From an optimization exercise on the open Yosys and OpenROAD flow, aimed at small area, a short achievable clock period and few clock cycles; shortcuts taken in it are not production practice. RTL that was checked went through simulation tests only; none was proved equivalent to the original. For run 3, only the layout was checked, not whether the RTL still works. No activity file was given, so power comes from the tool's default toggle rates.

==> design.v <==
package median_pkg;
  localparam int IMG_W = 16;
  localparam int IMG_H = 16;
  localparam int RING = 2 * IMG_W + 3;
  typedef logic [7:0] pixel_t;
endpackage
module frame_store (
  input  logic                CLK,
  input  logic                take,
  input  logic                zero,    
  input  median_pkg::pixel_t  din,
  output median_pkg::pixel_t  tap0,    
  output median_pkg::pixel_t  tap1,    
  output median_pkg::pixel_t  tap2     
);
  localparam int W = median_pkg::IMG_W;
  median_pkg::pixel_t ring [median_pkg::RING];
  always_ff @(posedge CLK) begin
    ring[0] <= take ? din : ring[median_pkg::RING - 1];
    for (int i = 1; i < median_pkg::RING; i++) begin
      ring[i] <= ring[i - 1];
    end
    if (zero) begin
      ring[W + 1] <= '0;
    end
  end
  assign tap0 = ring[0];
  assign tap1 = ring[W];
  assign tap2 = ring[2 * W];
endmodule
module column_history (
  input  median_pkg::pixel_t t, m, b,
  input  logic               no_bot,
  output median_pkg::pixel_t lo, mid, hi
);
  logic tm, tb, mb, tb_e, mb_e;
  pix_ge u_tm (.a(t), .b(m), .y(tm));
  pix_ge u_tb (.a(t), .b(b), .y(tb));
  pix_ge u_mb (.a(m), .b(b), .y(mb));
  assign tb_e = tb || no_bot;
  assign mb_e = mb || no_bot;
  assign lo  = (tb_e && mb_e) ? b : !tm ? t : m;
  assign hi  = (tm && tb_e) ? t : mb_e ? m : b;
  assign mid = (tm != tb_e) ? t : (tm == mb_e) ? m : b;
endmodule
module pix_ge (
  input  median_pkg::pixel_t a, b,
  output logic y
);
  logic [7:0] g1, l1;
  logic [3:0] g2, l2;
  logic [1:0] g3, l3;
  assign g1 = a & ~b;
  assign l1 = ~a & b;
  for (genvar i = 0; i < 4; i++) begin : g_l2
    assign g2[i] = g1[2*i+1] | (~l1[2*i+1] & g1[2*i]);
    assign l2[i] = l1[2*i+1] | (~g1[2*i+1] & l1[2*i]);
  end
  for (genvar i = 0; i < 2; i++) begin : g_l3
    assign g3[i] = g2[2*i+1] | (~l2[2*i+1] & g2[2*i]);
    assign l3[i] = l2[2*i+1] | (~g2[2*i+1] & l2[2*i]);
  end
  assign y = !(l3[1] | (~g3[1] & l3[0]));
endmodule
module med3 (
  input  median_pkg::pixel_t a, b, c,
  output median_pkg::pixel_t y
);
  logic ab, ac, bc;
  pix_ge u_ab (.a(a), .b(b), .y(ab));
  pix_ge u_ac (.a(a), .b(c), .y(ac));
  pix_ge u_bc (.a(b), .b(c), .y(bc));
  assign y = (ab != ac) ? a : (ab == bc) ? b : c;
endmodule
module rank_sorter (
  input  logic                CLK,
  input  logic                RST,
  input  logic                ev1,        
  input  logic                no_bot,     
  input  logic                no_low,     
  input  logic                mask_new,   
  input  logic                mask_old,   
  input  median_pkg::pixel_t  tap0,
  input  median_pkg::pixel_t  tap1,
  input  median_pkg::pixel_t  tap2,
  output logic                out_valid,
  output median_pkg::pixel_t  dout
);
  median_pkg::pixel_t s_lo, s_mid, s_hi;
  median_pkg::pixel_t lo0, mid0, hi0, lo1, mid1, hi1, lo2, mid2, hi2;
  logic mn2, mo2, nl2, ev2, ev3;
  logic lo21, lo20, lo10, md21, md20, md10, hi21, hi20, hi10;
  median_pkg::pixel_t a_w, b_w, c_w, a3, b3, c3, med;
  column_history u_col (
    .t      (tap2),
    .m      (tap1),
    .b      (tap0),
    .no_bot (no_bot),
    .lo     (s_lo),
    .mid    (s_mid),
    .hi     (s_hi)
  );
  always_ff @(posedge CLK) begin
    lo0 <= s_lo;  mid0 <= s_mid; hi0 <= s_hi;
    lo1 <= lo0;   mid1 <= mid0;  hi1 <= hi0;
    lo2 <= lo1;   mid2 <= mid1;  hi2 <= hi1;
    mn2 <= mask_new;
    mo2 <= mask_old;
    nl2 <= no_low;
  end
  always_ff @(posedge CLK) begin
    lo21 <= lo10;
    md21 <= md10;
    hi21 <= hi10;
  end
  pix_ge u_lo20 (.a(lo2),  .b(lo0),  .y(lo20));
  pix_ge u_lo10 (.a(lo1),  .b(lo0),  .y(lo10));
  pix_ge u_md20 (.a(mid2), .b(mid0), .y(md20));
  pix_ge u_md10 (.a(mid1), .b(mid0), .y(md10));
  pix_ge u_hi20 (.a(hi2),  .b(hi0),  .y(hi20));
  pix_ge u_hi10 (.a(hi1),  .b(hi0),  .y(hi10));
  always_comb begin
    if (nl2) begin
      a_w = '0;
    end else if (!mo2 && lo21 && (lo20 || mn2)) begin
      a_w = lo2;
    end else if (lo10 || mn2) begin
      a_w = lo1;
    end else begin
      a_w = lo0;
    end
  end
  always_comb begin
    if (mn2) begin
      b_w = md21 ? mid1 : mid2;
    end else if (mo2) begin
      b_w = md10 ? mid0 : mid1;
    end else if (md21 != md20) begin
      b_w = mid2;
    end else if (md21 == md10) begin
      b_w = mid1;
    end else begin
      b_w = mid0;
    end
  end
  always_comb begin
    if (mn2 || mo2) begin
      c_w = '0;
    end else if (hi20 && hi10) begin
      c_w = hi0;
    end else if (!hi21) begin
      c_w = hi2;
    end else begin
      c_w = hi1;
    end
  end
  always_ff @(posedge CLK) begin
    a3 <= a_w;
    b3 <= b_w;
    c3 <= c_w;
  end
  med3 u_m (.a(a3), .b(b3), .c(c3), .y(med));
  always_ff @(posedge CLK) begin
    dout <= med;
  end
  always_ff @(posedge CLK or posedge RST) begin
    if (RST) begin
      ev2       <= 1'b0;
      ev3       <= 1'b0;
      out_valid <= 1'b0;
    end else begin
      ev2       <= ev1;
      ev3       <= ev2;
      out_valid <= ev3;
    end
  end
endmodule
module scan_control (
  input  logic  CLK,
  input  logic  RST,
  input  logic  in_en,
  output logic  busy,
  output logic  take,
  output logic  ev1,
  output logic  no_bot,
  output logic  no_low,
  output logic  mask_new,
  output logic  mask_old
);
  localparam int LAST_ROT = median_pkg::RING - 1;
  logic [7:0] idx;     
  logic [5:0] rot;     
  logic       pend;    
  logic [4:0] fpos;    
  logic [7:0] pos;
  logic       step;
  logic [5:0] rot_nxt;
  assign take = in_en && !busy;
  assign step = take || pend;
  assign pos  = pend ? {3'd0, fpos} : idx;
  assign rot_nxt = take ? rot : (rot == 6'(LAST_ROT)) ? 6'd0 : rot + 6'd1;
  always_ff @(posedge CLK or posedge RST) begin
    if (RST) begin
      idx  <= '0;
      rot  <= '0;
      busy <= 1'b0;
      pend <= 1'b0;
      fpos <= '0;
      ev1  <= 1'b0;
    end else begin
      if (take) begin
        idx <= idx + 8'd1;
      end
      rot  <= rot_nxt;
      busy <= (rot_nxt != 6'd0);
      if (take && idx == 8'd255) begin
        pend <= 1'b1;
        fpos <= '0;
      end else if (pend) begin
        fpos <= fpos + 5'd1;
        if (fpos == 5'd16) begin
          pend <= 1'b0;
        end
      end
      ev1 <= step && (pend || idx > 8'd16);
    end
  end
  always_ff @(posedge CLK) begin
    no_bot   <= step && (pos[7:4] == 4'd0);
    no_low   <= pend && (fpos != 5'd0);
    mask_new <= (pos[3:0] == 4'd0);
    mask_old <= (pos[3:0] == 4'd1);
  end
endmodule
module median_filter_top (
  input  logic   CLK,
  input  logic   RST,
  input  median_pkg::pixel_t din,
  input  logic   in_en,
  output logic   busy,
  output logic   out_valid,
  output median_pkg::pixel_t dout
);
  logic take, ev1, no_bot, no_low, mask_new, mask_old;
  median_pkg::pixel_t tap0, tap1, tap2;
  scan_control u_scan_control (
    .CLK      (CLK),
    .RST      (RST),
    .in_en    (in_en),
    .busy     (busy),
    .take     (take),
    .ev1      (ev1),
    .no_bot   (no_bot),
    .no_low   (no_low),
    .mask_new (mask_new),
    .mask_old (mask_old)
  );
  frame_store u_frame_store (
    .CLK  (CLK),
    .take (take),
    .zero (no_bot),
    .din  (din),
    .tap0 (tap0),
    .tap1 (tap1),
    .tap2 (tap2)
  );
  rank_sorter u_rank_sorter (
    .CLK       (CLK),
    .RST       (RST),
    .ev1       (ev1),
    .no_bot    (no_bot),
    .no_low    (no_low),
    .mask_new  (mask_new),
    .mask_old  (mask_old),
    .tap0      (tap0),
    .tap1      (tap1),
    .tap2      (tap2),
    .out_valid (out_valid),
    .dout      (dout)
  );
endmodule
==> flow/run.sh <==
#!/bin/bash
# The standard layout (standard.sh), with two changes:
#  - the clock tree is built without dummy loads, from clkbuf_8 leaf
#    buffers over smaller sink clusters
#  - ports are buffered with a small buffer (every port still gets one)
set -euo pipefail
export CTS_ARGS="-sink_clustering_enable -repair_clock_nets -sink_clustering_size 18 -sink_clustering_max_diameter 40 -dont_use_dummy_load -root_buf sky130_fd_sc_hd__clkbuf_16 -buf_list sky130_fd_sc_hd__clkbuf_8"
export BUFFER_PORTS_ARGS="-buffer_cell sky130_fd_sc_hd__buf_2"
bash standard.sh finish > standard.log 2>&1
==> standard.sh <==
#!/bin/bash
# synth_recipe.tcl (not shown) runs the flow's synth.tcl, then flattens the netlist and writes it again
# the make line also repeats each setting of config.mk as NAME=value (left out here)
make -C /OpenROAD-flow-scripts/flow DESIGN_CONFIG=/design/flow/config.mk WORK_HOME=/design/flow/orfs CLKGATE_MAP_FILE= SYNTH_SCRIPT=/design/flow/synth_recipe.tcl "${@:-finish}"
==> config.mk <==
export PLATFORM = sky130hd
export DESIGN_NAME = median_filter_top
export DESIGN_NICKNAME = median_filter_top
export VERILOG_FILES = /design/flow/design.v
export SDC_FILE = /design/flow/constraint.sdc
export NUM_CORES = 4
export LEC_CHECK = 0
export CAP_MARGIN = 20
export CORE_MARGIN = 2
export CORE_UTILIZATION = 65
export PLACE_DENSITY = 0.75
export SETUP_SLACK_MARGIN = 3.65
export SLEW_MARGIN = 20
==> constraint.sdc <==
create_clock -name core_clock -period 6.0 [get_ports {CLK}]
set_input_delay 1.2000 -clock core_clock [delete_from_list [all_inputs] [get_ports {CLK}]]
set_output_delay 1.2000 -clock core_clock [all_outputs]
set_load 0.01 [all_outputs]
==> summary.txt, run 1 <==
worst reg2reg setup slack=3.60 ns; most common cell in the netlist=dfxtp_1; DRC viols=0; Worst VDD drop=338 µV; Pwr Total=8.18 mW; clock root buffer master=clkbuf_16; P_sw=2.62 mW; die area=0.0202 mm²; P_leak=5.78 nW; Switching Fraction=0.320; Post-Route M1 WL=10.2 mm; Hold Vio Cnt, Final=0; initial antenna violation count=0; Final Net Count=1,141; area grow syn2layout=13.7%; Setup-failing EPs final=0; Setup Skew=0.0618 ns; Overflow after GRT=0; CTS Buffer Depth=3; internal cell power=5.56 mW; Syn. warnings=4; top_reg_cell synth=dfxtp_1; Rows=50; Core Area=0.0187 mm²; worst-skew pair later-pin latency=0.50 ns; DR pass1 iterations=5; Port Buf Inserts=20; Worst-path clk slew=0.10 ns; DR WL/cell=16.2 µm; clock power share=0.178; TritonCTS buffer count=39; vias per cell=5.46; number of global-route vias before repair=7,004; Num Clock Sinks=419; leading area contributor after synthesis=dfxtp_1; sequential share of power=0.477; post-layout min period=2.40 ns; gr usage total=0.217; gp weighted congestion=0.899; final core occ=0.752; Comb pwr share=0.346; met3 routed WL=885 µm; Avg Synthesized Cell Area=11.9 µm²; Initial Util=0.661; worst slew pin tran=0.812 ns; die height=142 µm; Hold WS=0.296 ns; slew margin rel.=0.458; syn nets=1,056; Post-synth EDFFs=0; Pwr Density=582 mW/mm²; proportion of layout cells with a drive suffix above 1=0.187; Post-synth top cells=394 x dfxtp_1, 88 x nand2_1, 75 x inv_1; WL final=21.9 mm; Post-CTS Hold Buffers=0; htree depth=2; register area share after synthesis=0.688; fin crit share=0.401; Synth Instances=1,038; status=finished clean; Initial DRC Count=457; RSZ-0062 raised after global routing=true; synth top area cells=dfxtp_1 64%, dfrtp_1 5.1%, nand2_1 2.7%; worst hold path type=reg -> reg; Critical Path Source Type=flip-flop; vias=7,396; Synth cell types=68; CP max FO=8; critical path data arrival time=2.78 ns; met2 wire len=10.3 mm; WP data required=6.38 ns; CTS tree=done; die width=142 µm; Placement Setup Slack=3.17 ns; Post-DP HPWL=14.1 mm; Setup CP Type=reg -> reg; diode count=0; flops & latches, synth=419; antenna viol nets, final=0; num ports=21; final max-slew violation count=0; crit path setup slack, layout=3.60 ns; FFs w/ async S/R, synth=0.0597; crit end category=flip-flop; mapped cell area=0.0124 mm²; Max Cap Viol=0; largest net degree at the start of global routing=26; fmax=416 MHz; post-route setup TNS=0 ns; Synth top area share=0.638; highest metal used=met4; first-pass GRT wire length=34.8 mm
final cells by class:
| cell class | count | area [µm²] |
|---|---|---|
| tap | 234 | 293 |
| clock buffer | 39 | 593 |
| inverter | 75 | 282 |
| multi-input combinational | 525 | 3850 |
| fill | 1217 | 4640 |
| sequential | 419 | 8550 |
| timing repair buffer | 63 | 500 |
state kept, by name, summed over array words and instances (netlist names), 5 cells and up:
signal	cells
u_scan_control.fpos	5
u_frame_store.ring	280
u_rank_sorter.hi0	8
u_rank_sorter.lo0	8
u_rank_sorter.hi1	8
u_rank_sorter.b3	8
u_rank_sorter.mid1	8
u_rank_sorter.mid2	8
u_rank_sorter.lo1	8
u_rank_sorter.dout	8
u_rank_sorter.hi2	8
u_rank_sorter.lo2	8
u_rank_sorter.mid0	8
u_scan_control.rot	6
u_rank_sorter.a3	8
u_rank_sorter.c3	8
u_scan_control.idx	8
layout by cell type, fill, tap and decap left out, drive strengths merged, types with 25 or more instances in the layout:
master / instances
a21oi: 29
buf: 62
clkbuf: 40
dfrtp: 25
dfxtp: 394
inv: 75
maj3: 38
mux2i: 33
nand2: 89
nor2: 69
o21ai: 37
path summary, 6_finish.rpt:
check,to,cells past startpoint,start
min in group asynchronous,u_scan_control.busy$_DFF_PP0_,2,RST
max in group asynchronous,u_scan_control.pend$_DFF_PP0_,3,RST
worst min-delay path,u_frame_store.ring[12][5]$_DFF_P_,0,u_frame_store.ring[11][5]$_DFF_P_
worst min register to register,u_frame_store.ring[12][5]$_DFF_P_,0,u_frame_store.ring[11][5]$_DFF_P_
worst max register to register,u_rank_sorter.dout[1]$_DFF_P_,9,u_rank_sorter.a3[0]$_SDFF_PP0_
worst max-delay path,u_rank_sorter.dout[1]$_DFF_P_,9,u_rank_sorter.a3[0]$_SDFF_PP0_
cell families after synthesis:
group / after synthesis / share of synthesized area
buffers and inverters: 94 / 0.0293
and+or+nand+nor: 244 / 0.0895
adders and majority gates: 45 / 0.0387
muxes: 45 / 0.0382
xor gates and xnor gates: 17 / 0.0142
DFF: 419 / 0.688
AOI/OAI and AO/OA: 174 / 0.102
what timing repair did:
| action | CTS | global route |
|---|---|---|
| hold endpoints to repair | 0 | 0 |
| resized for setup | 50 | 50 |
| buffers inserted | 25 | 14 |
| pin swaps | 32 | 40 |
| cloned | 0 | 1 |
| setup endpoints to repair | 55 | 45 |
per-stage QoR:
stage / cell area [µm²] / cells
after global placement: 12700 / 1275
after CTS: 13700 / 1339
final: 14100 / 1355
after global routing: 14100 / 1355
after floorplan: 12400 / 1038
after detailed placement: 12700 / 1275
power by group through the flow:
stage	registers [mW]	logic [mW]	clock network (mW)
6_report	3.90	2.83	1.45
5_1_grt	3.98	3.06	1.60
4_1_cts	3.89	2.41	1.50
3_5_place_dp	3.94	1.96	0
3_3_place_gp	3.92	1.91	0
2_1_floorplan	3.79	1.61	0
critical path, stage by stage, from the launching register on:
cell      delay (ns)
dfxtp_2         0.32
nand2b_4        0.13
maj3_2          0.29
maj3_2          0.30
maj3_2          0.32
a311oi_4        0.31
buf_4           0.18
xnor2_4         0.16
nor2_1          0.09
a211oi_2        0.21
layer usage:
layer,up-vias,global-route usage
li1,3665,-
met1,3506,0.299
met2,179,0.348
met3,46,0.0367
met4,0,0.0795
met5,-,0
Testbench counts, summed over its fixed seeds: cycles 8,360.
==> run 2: changes to the inputs <==
--- a/config.mk
+++ b/config.mk
@@ -9,5 +9,5 @@
 export CORE_MARGIN = 2
 export CORE_UTILIZATION = 65
 export PLACE_DENSITY = 0.75
-export SETUP_SLACK_MARGIN = 3.65
+export SETUP_SLACK_MARGIN = 3.55
 export SLEW_MARGIN = 20
==> summary.txt, run 2 <==
fmax=411 MHz; Num Clock Sinks=419; area grow syn2layout=11.3%; vias=7,267; Post-synth top cells=394 x dfxtp_1, 88 x nand2_1, 75 x inv_1; TritonCTS buffer count=40; flops & latches, synth=419; Crit-path slowest cell=dfxtp_1; leading area contributor after synthesis=dfxtp_1; largest net degree at the start of global routing=26; Critical Path Source Type=flip-flop; gp weighted congestion=0.862; sum of buffers and inverters on the critical path=1; worst slew pin tran=0.872 ns; P_sw=2.50 mW; slew margin rel.=0.415; Post-CTS Hold Buffers=0; Setup-failing EPs final=0; Switching Fraction=0.319; WL final=21.2 mm; htree depth=2; die height=142 µm; post-route setup TNS=0 ns; Top reg by flops=u_frame_store.ring; Post-synth EDFFs=0; worst hold path type=reg -> reg; delay-heaviest family, CP=simple AND/OR/NAND/NOR gates; critical path data arrival time=2.77 ns; gr usage total=0.217; DR pass1 iterations=5; antenna viol nets, final=0; number of fillers in the final layout=1,276; die width=142 µm; final max-slew violation count=0; crit path cell chain=nor2b_1 > maj3_2 > or3_1 > o22a_4 > nor2_2 > mux2i_4 > buf_4 > o221ai_2 > o221ai_1; worst-skew pair later-pin latency=0.50 ns; Avg Synthesized Cell Area=11.9 µm²; Comb pwr share=0.315; Core Area=0.0187 mm²; post-layout min period=2.43 ns; most common cell in the netlist=dfxtp_1; Setup Skew=0.0683 ns; Syn. warnings=4; DRC viols=0; Worst-path clk slew=0.09 ns; max incr delay on CP=0.34 ns; P_leak=5.66 nW; Pwr Density=568 mW/mm²; commonest non-fill, non-tap cell in the layout=dfxtp_1; num ports=21; syn nets=1,056; clock power share=0.188; diode count=0; Pwr Total=7.83 mW; max reg flops=280; Hold WS=0.304 ns; CTS Buffer Depth=3; die area=0.0202 mm²; Rows=50; Layout Cells excl Fill=1,340; Synth Instances=1,038; Hold Vio Cnt, Final=0; proportion of layout cells with a drive suffix above 1=0.146; Synth top area share=0.638; dpl cells=1,275; Max Cap Viol=0; sequential share of power=0.498; vias per cell=5.42; number of global-route vias before repair=7,067; WP data required=6.34 ns; Worst VDD drop=360 µV; Final Net Count=1,126; register area share after synthesis=0.688; top_reg_cell synth=dfxtp_1; mapped cell area=0.0124 mm²; first-pass GRT wire length=34.8 mm; status=finished clean; Port Buf Inserts=20; Post-DP HPWL=13.9 mm; Synth cell types=68; initial antenna violation count=0; Setup CP Type=reg -> reg; CP max FO=4; RSZ-0062 raised after global routing=true; Initial DRC Count=543; CTS tree=done; most frequent cells in the layout=385 x dfxtp_1, 87 x nand2_1, 74 x inv_1, 63 x nor2_1, 35 x clkbuf_8; crit end category=flip-flop; Initial Util=0.661; Overflow after GRT=0; FFs w/ async S/R, synth=0.0597; synth top area cells=dfxtp_1 64%, dfrtp_1 5.1%, nand2_1 2.7%; internal cell power=5.33 mW; DR WL/cell=15.8 µm; fin crit share=0.405; clock root buffer master=clkbuf_16
run 2: cell types whose count changed in the layout (fill, tap and decap cells not counted), moves of 3 or more:
| cell | delta |
|---|---|
| dfxtp_2 | -12 |
| buf_4 | -9 |
| a211oi_2 | -7 |
| maj3_2 | -3 |
| buf_12 | -3 |
| a211oi_1 | +7 |
| dfxtp_1 | +14 |
| buf_6 | -3 |
| maj3_1 | +3 |
run 2: metal layers:
layer  global-route usage  wire length [µm]  vias to the layer above
met5                    0                 0                        -
li1                     -                 -                     3649
met2                0.368             10200                      152
met3               0.0410               887                       29
met1                0.287              9770                     3437
met4               0.0621               396                        0
run 2: per-stage QoR:
| step | cell area [µm²] | worst slack (ns) | util |
|---|---|---|---|
| after floorplan | 12400 | 3.64 | - |
| after global placement | 12700 | 2.95 | 0.679 |
| after detailed placement | 12700 | 2.89 | 0.679 |
| after CTS | 13500 | 3.53 | 0.724 |
| after global routing | 13800 | 3.49 | 0.736 |
| final | 13800 | 3.57 | 0.736 |
run 2: worst reg2reg max path, stage by stage (launching register included):
cell      delay (ns)
dfxtp_1         0.34
nor2b_1         0.14
maj3_2          0.32
or3_1           0.33
o22a_4          0.29
nor2_2          0.24
mux2i_4         0.13
buf_4           0.17
o221ai_2        0.18
o221ai_1        0.14
run 2: power by group through the flow:
| stage | Combinational (mW) | Clock, mW | Sequential, mW |
|---|---|---|---|
| 6_report | 2.46 | 1.47 | 3.90 |
| 5_1_grt | 2.68 | 1.62 | 3.97 |
| 4_1_cts | 2.18 | 1.51 | 3.89 |
| 3_5_place_dp | 1.95 | 0 | 3.94 |
| 3_3_place_gp | 1.91 | 0 | 3.91 |
| 2_1_floorplan | 1.60 | 0 | 3.79 |
run 2: kinds of logic after synthesis:
kind of cell               after synthesis  synth area share
AOI/OAI and AO/OA                      174             0.102
buffers and inverters                   94            0.0293
adders and majority gates               45            0.0387
DFF                                    419             0.688
xor gates and xnor gates                17            0.0142
and+or+nand+nor                        244            0.0895
muxes                                   45            0.0382
run 2: final cells by class:
type                    instances  area, µm²  area share
clock buffers                  40        607      0.0441
inverters                      75        282      0.0204
multi-input cells             525       3750       0.272
flip-flops and latches        419       8530       0.619
well taps                     234        293      0.0213
repair buffers                 47        314      0.0228
run 2: final timing paths:
check | slack (ns) | endpoint | from | depth (start not counted)
setup / recovery | 3.57 | u_rank_sorter.b3[0]$_DFF_P_ | u_rank_sorter.mid2[6]$_DFF_P_ | 9
hold / removal | 0.30 | u_rank_sorter.mo2$_DFF_P_ | u_scan_control.mask_old$_DFF_P_ | 0
setup reg to reg | 3.57 | u_rank_sorter.b3[0]$_DFF_P_ | u_rank_sorter.mid2[6]$_DFF_P_ | 9
hold reg to reg | 0.30 | u_rank_sorter.mo2$_DFF_P_ | u_scan_control.mask_old$_DFF_P_ | 0
max in group asynchronous | 4.79 | u_scan_control.idx[2]$_DFFE_PP0P_ | RST | 2
min in group asynchronous | 0.76 | u_scan_control.fpos[4]$_DFFE_PP0P_ | RST | 2
run 2: repair_timing:
action                                  4_1_cts  5_1_grt
buffers inserted                             14       11
gates resized for setup                      22       38
endpoints found under the hold margin         0        0
pin swaps                                     9       25
endpoints found under the setup margin       49       43
==> run 3: changes to the inputs <==
--- a/design.v
+++ b/design.v
@@ -165,14 +165,15 @@
   end
   always_ff @(posedge CLK or posedge RST) begin
     if (RST) begin
-      ev2       <= 1'b0;
-      ev3       <= 1'b0;
-      out_valid <= 1'b0;
-    end else begin
-      ev2       <= ev1;
-      ev3       <= ev2;
-      out_valid <= ev3;
-    end
+      ev2 <= 1'b0;
+      ev3 <= 1'b0;
+    end else begin
+      ev2 <= ev1;
+      ev3 <= ev2;
+    end
+  end
+  always_ff @(posedge CLK) begin
+    out_valid <= ev3;
   end
 endmodule
 module scan_control (
@@ -198,31 +199,33 @@
   assign take = in_en && !busy;
   assign step = take || pend;
   assign pos  = pend ? {3'd0, fpos} : idx;
-  assign rot_nxt = take ? rot : (rot == 6'(LAST_ROT)) ? 6'd0 : rot + 6'd1;
+  assign rot_nxt = busy ? ((rot == 6'(LAST_ROT)) ? 6'd0 : rot + 6'd1) : {5'd0, !in_en};
   always_ff @(posedge CLK or posedge RST) begin
     if (RST) begin
       idx  <= '0;
       rot  <= '0;
       busy <= 1'b0;
       pend <= 1'b0;
-      fpos <= '0;
       ev1  <= 1'b0;
     end else begin
       if (take) begin
         idx <= idx + 8'd1;
       end
       rot  <= rot_nxt;
-      busy <= (rot_nxt != 6'd0);
+      busy <= busy ? (rot != 6'(LAST_ROT)) : !in_en;
       if (take && idx == 8'd255) begin
         pend <= 1'b1;
-        fpos <= '0;
-      end else if (pend) begin
-        fpos <= fpos + 5'd1;
-        if (fpos == 5'd16) begin
-          pend <= 1'b0;
-        end
+      end else if (pend && fpos == 5'd16) begin
+        pend <= 1'b0;
       end
       ev1 <= step && (pend || idx > 8'd16);
+    end
+  end
+  always_ff @(posedge CLK) begin
+    if (!pend) begin
+      fpos <= '0;
+    end else begin
+      fpos <= fpos + 5'd1;
     end
   end
   always_ff @(posedge CLK) begin
==> run.sh (new file) <==
#!/bin/bash
# synth_recipe.tcl (not shown) runs the flow's synth.tcl, then flattens the netlist and writes it again
# the make line also repeats each setting of config.mk as NAME=value (left out here)
make -C /OpenROAD-flow-scripts/flow DESIGN_CONFIG=/design/flow/config.mk WORK_HOME=/design/flow/orfs CLKGATE_MAP_FILE= SYNTH_SCRIPT=/design/flow/synth_recipe.tcl finish
--- a/config.mk
+++ b/config.mk
@@ -7,7 +7,9 @@
 export LEC_CHECK = 0
 export CAP_MARGIN = 20
 export CORE_MARGIN = 2
-export CORE_UTILIZATION = 65
-export PLACE_DENSITY = 0.75
-export SETUP_SLACK_MARGIN = 3.55
+export CORE_UTILIZATION = 55
+export CTS_CLUSTER_DIAMETER = 50
+export CTS_CLUSTER_SIZE = 25
+export PLACE_DENSITY = 0.65
+export SETUP_SLACK_MARGIN = 3.5
 export SLEW_MARGIN = 20
removed: flow/run.sh
removed: standard.sh
==> summary.txt, run 3 <==
Post-synth top cells=400 x dfxtp_1, 81 x nand2_1, 73 x inv_1; mapped cell area=0.0123 mm²; CTS tree=done; Initial DRC Count=332; gp weighted congestion=0.858; post-route setup TNS=0 ns; fin crit share=0.436; crit path cell chain=nor2b_4 > maj3_2 > maj3_2 > maj3_2 > a21oi_2 > maj3_4 > xnor2_4 > mux2_4 > mux2_4; max reg flops=280; worst-skew pair later-pin latency=0.57 ns; die width=154 µm; post-layout min period=2.62 ns; antenna viol nets, final=0; area grow syn2layout=18.9%; flops & latches, synth=419; RSZ-0062 raised after global routing=true; WP data required=6.46 ns; clock root buffer master=clkbuf_16; Max Cap Viol=0; Post-CTS Hold Buffers=0; Final Cell Area=0.0146 mm²; Hold Vio Cnt, Final=0; syn nets=1,038; number of global-route vias before repair=6,768; slew margin rel.=0.367; Syn. warnings=4; FFs w/ async S/R, synth=0.0453; Worst VDD drop=308 µV; sum of buffers and inverters on the critical path=0; Synth cell types=70; critical path data arrival time=3.08 ns; status=finished clean; synth top area cells=dfxtp_1 65%, mux2i_1 4.1%, dfrtp_1 3.9%; gr usage total=0.179; P_leak=5.90 nW; DR pass1 iterations=4; first-pass GRT wire length=34.5 mm; proportion of layout cells with a drive suffix above 1=0.189; CP max FO=3; Initial Util=0.563; most common cell in the netlist=dfxtp_1; Placed Area=0.0128 mm²; largest net degree at the start of global routing=26; initial antenna violation count=0; worst slew pin tran=0.937 ns; max incr delay on CP=0.35 ns; TritonCTS buffer count=31; CTS Buffer Depth=3; Final Net Count=1,102; Worst-path clk slew=0.09 ns; Overflow after GRT=0; Setup CP Type=reg -> reg; delay-heaviest family, CP=adder cells; die height=154 µm; Post-DP HPWL=13.7 mm; Pwr Density=432 mW/mm²; Core Area=0.0219 mm²; register area share after synthesis=0.689; commonest non-fill, non-tap cell in the layout=dfxtp_1; die area=0.0236 mm²; Port Buf Inserts=20; Synth top area share=0.650; Setup Skew=0.0227 ns; number of fillers in the final layout=1,664; most frequent cells in the layout=378 x dfxtp_1, 80 x nand2_1, 73 x inv_1, 63 x nor2_1, 41 x mux2i_1; Crit-path slowest cell=dfxtp_2; leading area contributor after synthesis=dfxtp_1; final max-slew violation count=0; Num Clock Sinks=419; vias=6,995; Setup-failing EPs final=0; Post-synth EDFFs=0; Synth Instances=1,020; WL final=21.3 mm; Top reg by flops=u_frame_store.ring; crit end category=flip-flop; DR WL/cell=15.4 µm; vias per cell=5.05; CP dominant cell by count=maj3_2; num ports=21; worst hold path type=reg -> reg; diode count=0; Avg Synthesized Cell Area=12.1 µm²; htree depth=1; fmax=382 MHz; DRC viols=0; Rows=54; top_reg_cell synth=dfxtp_1; Critical Path Source Type=flip-flop
run 3: cell types whose count changed after synthesis, moves of 7 or more:
cell and delta:
a211oi_2 +7, a22oi_1 +7, mux2i_1 +19, nand2_1 -7, nand2b_1 -9, nand3_1 -8, o221ai_1 -12
run 3: power breakdown:
group / internal, mW / switching (mW)
Combinational: 0.516 / 0.483
Sequential: 2.96 / 0.147
Clock: 1.10 / 1.12
run 3: final cells by class:
type,instances,area [µm²],area share
Clock inverter,24,359,0.0245
Sequential cell,419,8520,0.582
Clock buffer,31,776,0.0530
Tap cell,280,350,0.0239
Multi-Input combinational cell,508,3910,0.267
Inverter,75,282,0.0192
Timing Repair Buffer,49,445,0.0304
run 3: worst paths after layout:
check / startpoint / endpoint / slack [ns] / depth (start not counted)
min in group asynchronous: RST / u_scan_control.idx[6]$_DFFE_PP0P_ / 1.05 / 2
max in group asynchronous: RST / u_scan_control.idx[0]$_DFFE_PP0P_ / 4.49 / 2
worst min-delay path: u_frame_store.ring[21][2]$_DFF_P_ / u_frame_store.ring[22][2]$_DFF_P_ / 0.32 / 0
worst max-delay path: u_rank_sorter.b3[0]$_DFF_P_ / u_rank_sorter.dout[0]$_DFF_P_ / 3.38 / 9
worst min register to register: u_frame_store.ring[21][2]$_DFF_P_ / u_frame_store.ring[22][2]$_DFF_P_ / 0.32 / 0
worst max register to register: u_rank_sorter.b3[0]$_DFF_P_ / u_rank_sorter.dout[0]$_DFF_P_ / 3.38 / 9
run 3: stage by stage:
stage                     worst slack [ns]  hold WS [ns]  cells   util  power, mW
after floorplan                       3.46         0.310   1020      -       3.82
after CTS                             3.33         0.325   1371  0.649       6.32
after global routing                  3.30         0.330   1386  0.669       6.61
after detailed placement              2.89         0.312   1301  0.585       4.02
after global placement                2.95         0.310   1301  0.585       4.01
final                                 3.38         0.321   1386  0.669       6.32
run 3: worst register-to-register path, cell delays in order, from the launching register on:
cell and delay, ns:
dfxtp_2 0.35, nor2b_4 0.12, maj3_2 0.30, maj3_2 0.29
maj3_2 0.32, a21oi_2 0.16, maj3_4 0.26, xnor2_4 0.15
mux2_4 0.32, mux2_4 0.25
run 3: what timing repair did:
item                       CTS  global route
gates resized for setup     51            72
pin swaps                   19            33
setup endpoints to repair   58            48
cloned                       1             1
buffers inserted            14            14
run 3: logic make-up after synthesis:
| family | Yosys count | synth area share |
|---|---|---|
| multiplexers | 62 | 0.0519 |
| buffers and inverters | 95 | 0.0297 |
| flip-flops | 419 | 0.689 |
| XOR/XNOR | 20 | 0.0170 |
| AO/OA/AOI/OAI | 154 | 0.0894 |
| adder cells (fa/ha/maj) | 47 | 0.0414 |
| AND/OR/NAND/NOR | 223 | 0.0818 |
run 3: routing by layer:
layer / up-vias / global-route usage / routed length, µm
met4: 0 / 0.0559 / 493
met3: 38 / 0.0327 / 915
met5: - / 0 / 0
met1: 3265 / 0.248 / 10100
met2: 120 / 0.289 / 9850
li1: 3572 / - / -

## separate check: timing with driven ports
No port has a modelled driver above. Below, the same layouts with a new extraction and two added sets of constraints.
Step 1 sets driving cells, clkbuf_16 on the clock port and buf_2 on the other inputs (assumed; they add their load-dependent delay and slew).
Step 2 moves the port delays by t, midway between the first and last clock arrival at a register: inputs arrive t later, outputs are due t later. That takes back most of the time a late clock gives input paths.
Slacks: no drivers / after step 1 / after step 2; pairs: no drivers / after step 1.
run	shift t [ns]	setup WS [ns]	worst setup path after step 2	pins driven straight from the clock port
run 1	0.520	3.595 / 3.595 / 3.402	input to register	1
run 2	0.513	3.569 / 3.569 / 3.329	input to register	1
run 3	0.611	3.382 / 3.382 / 3.260	input to register	1
After both steps setup and hold are still met in every run listed. The setup slack of run 2, which loses most, moves by 0.000 ns with the drivers and by -0.240 ns with both steps.
